What follows belongs to an exercise in optimizing a design on an open flow for small area, a short achievable clock period and few clock cycles; a production flow would make more cautious choices. Function was checked by simulation only, so behaviour that the tests miss may differ from the original.

## job 2671
==> flow/design.v (excerpt) <==
module ex_stage
(
    input  logic        clock,
    input  logic        reset,
    input  logic [31:0] d1_in,
    input  logic [31:0] d2_in,
    input  logic [4:0]  rd_in,
    input  logic [31:0] imm_in,
    input  logic [31:0] ctrl_in,
    input  logic [31:0] pc_in,
    output logic        branch,
    output logic [31:0] branch_target,
    output logic        stall,
    output logic [31:0] result_out,
    output logic [31:0] store_data_out,
    output logic [4:0]  rd_out,
    output logic        mem_read_out,
    output logic        mem_write_out,
    output logic        reg_write_out,
    output logic [2:0]  mem_size_out
);
    logic [3:0]  alu_op;
    logic [2:0]  funct3;
    logic        use_imm, br, jal, jalr, lui, auipc, mem_rd, mem_wr, reg_wr, muldiv, valid;
    assign alu_op  = ctrl_in[3:0];
    assign funct3  = ctrl_in[6:4];
    assign use_imm = ctrl_in[ex_pkg::CTRL_USE_IMM_BIT];
    assign br      = ctrl_in[ex_pkg::CTRL_BR_BIT];
    assign jal     = ctrl_in[ex_pkg::CTRL_JAL_BIT];
    assign jalr    = ctrl_in[ex_pkg::CTRL_JALR_BIT];
    assign lui     = ctrl_in[ex_pkg::CTRL_LUI_BIT];
    assign auipc   = ctrl_in[ex_pkg::CTRL_AUIPC_BIT];
    assign mem_rd  = ctrl_in[ex_pkg::CTRL_MEM_READ_BIT];
    assign mem_wr  = ctrl_in[ex_pkg::CTRL_MEM_WRITE_BIT];
    assign reg_wr  = ctrl_in[ex_pkg::CTRL_REG_WRITE_BIT];
    assign muldiv  = ctrl_in[ex_pkg::CTRL_MULDIV_BIT];
    assign valid   = ctrl_in[ex_pkg::CTRL_VALID_BIT];
    logic [31:0] op_b;
    assign op_b = use_imm ? imm_in : d2_in;
  ...
For scale: about 4,600 cells after synthesis, about 280 I/O pins, ~29,000 um^2 of cells after synthesis.
==> flow/config.mk <==
export PLATFORM = sky130hd
export DESIGN_NAME = ex_stage
export DESIGN_NICKNAME = ex_stage
export VERILOG_FILES = /design/flow/design.v
export SDC_FILE = /design/flow/constraint.sdc
export NUM_CORES = 4
export LEC_CHECK = 0
export ABC_AREA = 1
export CAP_MARGIN = 20
export CORE_MARGIN = 2
export CORE_UTILIZATION = 40
export SETUP_SLACK_MARGIN = 0.5
export SLEW_MARGIN = 20
export TNS_END_PERCENT = 0
==> flow/constraint.sdc <==
create_clock -name core_clock -period 7.0 [get_ports {clock}]
set_input_delay 1.4000 -clock core_clock [delete_from_list [all_inputs] [get_ports {clock}]]
set_output_delay 1.4000 -clock core_clock [all_outputs]
set_load 0.01 [all_outputs]
standard.sh (not shown) runs the stock make flow with config.mk's settings and CLKGATE_MAP_FILE= SYNTH_SCRIPT=/design/flow/synth_recipe.tcl, a recipe that flattens the netlist after the stock synthesis.
==> flow/flow/run.sh <==
#!/bin/bash
# The standard ORFS layout (standard.sh), with two changes to how it is made:
# port buffers use buf_4 instead of the default delay buffer, and the
# resizer may change a cell's footprint when it repairs timing.
set -euo pipefail
export BUFFER_PORTS_ARGS="-buffer_cell sky130_fd_sc_hd__buf_4"
bash standard.sh MATCH_CELL_FOOTPRINT=0 finish > standard.log 2>&1
Testbench counts of job 2671, summed over its fixed seeds: cycles 28,102.
> inputs changed (job 2671 -> job 9263)
# job 2671
export LEC_CHECK = 0
export ABC_AREA = 1
export CAP_MARGIN = 20
export CORE_MARGIN = 2
export CORE_UTILIZATION = 40
export SETUP_SLACK_MARGIN = 0.5
export SLEW_MARGIN = 20
export TNS_END_PERCENT = 0
create_clock -name core_clock -period 7.0 [get_ports {clock}]
# job 9263
export LEC_CHECK = 0
export ABC_AREA = 1
export CAP_MARGIN = 20
export CORE_MARGIN = 2
export CORE_UTILIZATION = 40
export SETUP_SLACK_MARGIN = 0.8
export SLEW_MARGIN = 20
export TNS_END_PERCENT = 0
create_clock -name core_clock -period 7.0 [get_ports {clock}]
### Flow results
[compare] base=job 2671 new=job 9263: pin count of the biggest net entering global routing -6; critical path depth +15; biggest fanout along the worst timing path +9; global-route usage +1.2 points.
The storage element area was comparable across job 2671 and job 9263.
Relative area change from synthesis to final layout: job 9263 vs job 2671 up 3.8 points
For job 2807, these inputs were changed with respect to job 9263:
# job 9263
export LEC_CHECK = 0
export ABC_AREA = 1
export CAP_MARGIN = 20
export CORE_MARGIN = 2
export CORE_UTILIZATION = 40
export SETUP_SLACK_MARGIN = 0.8
export SLEW_MARGIN = 20
export TNS_END_PERCENT = 0
create_clock -name core_clock -period 7.0 [get_ports {clock}]
# job 2807
export LEC_CHECK = 0
export ABC_AREA = 1
export CAP_MARGIN = 20
export CORE_MARGIN = 2
export CORE_UTILIZATION = 48
export SETUP_SLACK_MARGIN = 0.5
export SLEW_MARGIN = 20
create_clock -name core_clock -period 7.0 [get_ports {clock}]
==> flow/flow/run.sh <==
#!/bin/bash
# The standard ORFS layout (standard.sh), with two changes to how it is made:
# port buffers use buf_2 instead of the default delay buffer, and the
# resizer may change a cell's footprint when it repairs timing.
set -euo pipefail
export BUFFER_PORTS_ARGS="-buffer_cell sky130_fd_sc_hd__buf_2"
bash standard.sh MATCH_CELL_FOOTPRINT=0 finish > standard.log 2>&1
### Flow results
In the flow results for job 2807 and job 9263, the die area is smaller on job 2807.
On layout multi-input combinational cell count, job 2807 and job 9263 are neck and neck.
Re worst-case setup slack after placement: job 2807 is 0.052 ns up on job 9263.
Layout-stage area growth over the synthesis result is higher on job 2807
Side by side, first-pass GRT wire length turned out lower in job 2807 than in job 9263.
Maximum number of pins on one net before global-route repair came out lower on job 2807 than on job 9263.
[compare] base=job 9263 new=job 2807: met1 usage in global routing picked up an extra 7.5 points; final period utilization picked up an extra 0.25 points.

## afterwards: timing with drivers on the ports
The results above use ideal ports. As a check the final layouts listed here were re-extracted and re-timed, cells and wires unchanged.
Step 1: set_driving_cell puts a clkbuf_16 on clock and a buf_2 on each other input, an assumption about the parent block.
Step 2 times the ports against the registers' clock, not the clock port: input delays grow and output delays shrink by t, the midpoint of the rising clock arrivals with the driver on.
Slacks: ideal / step 1 / step 2; pairs: ideal / step 1.
run	t (ns)	setup slack, ns	hold slack, ns	clock arrival spread, ns	pins driven straight from the clock port
job 2671	0.549	0.383 / 0.337 / -0.027	0.516 / 0.516 / 0.516	0.030 / 0.030	1
job 9263	0.553	0.575 / 0.605 / 0.052	0.539 / 0.539 / 0.539	0.022 / 0.022	1
job 2807	0.558	0.557 / 0.512 / 0.049	0.528 / 0.528 / 0.528	0.026 / 0.027	1
Met with ideal ports but missed after step 2: setup timing in job 2671. The setup slack of job 9263, which loses most, moves by +0.030 ns with the drivers and by -0.523 ns with both steps.
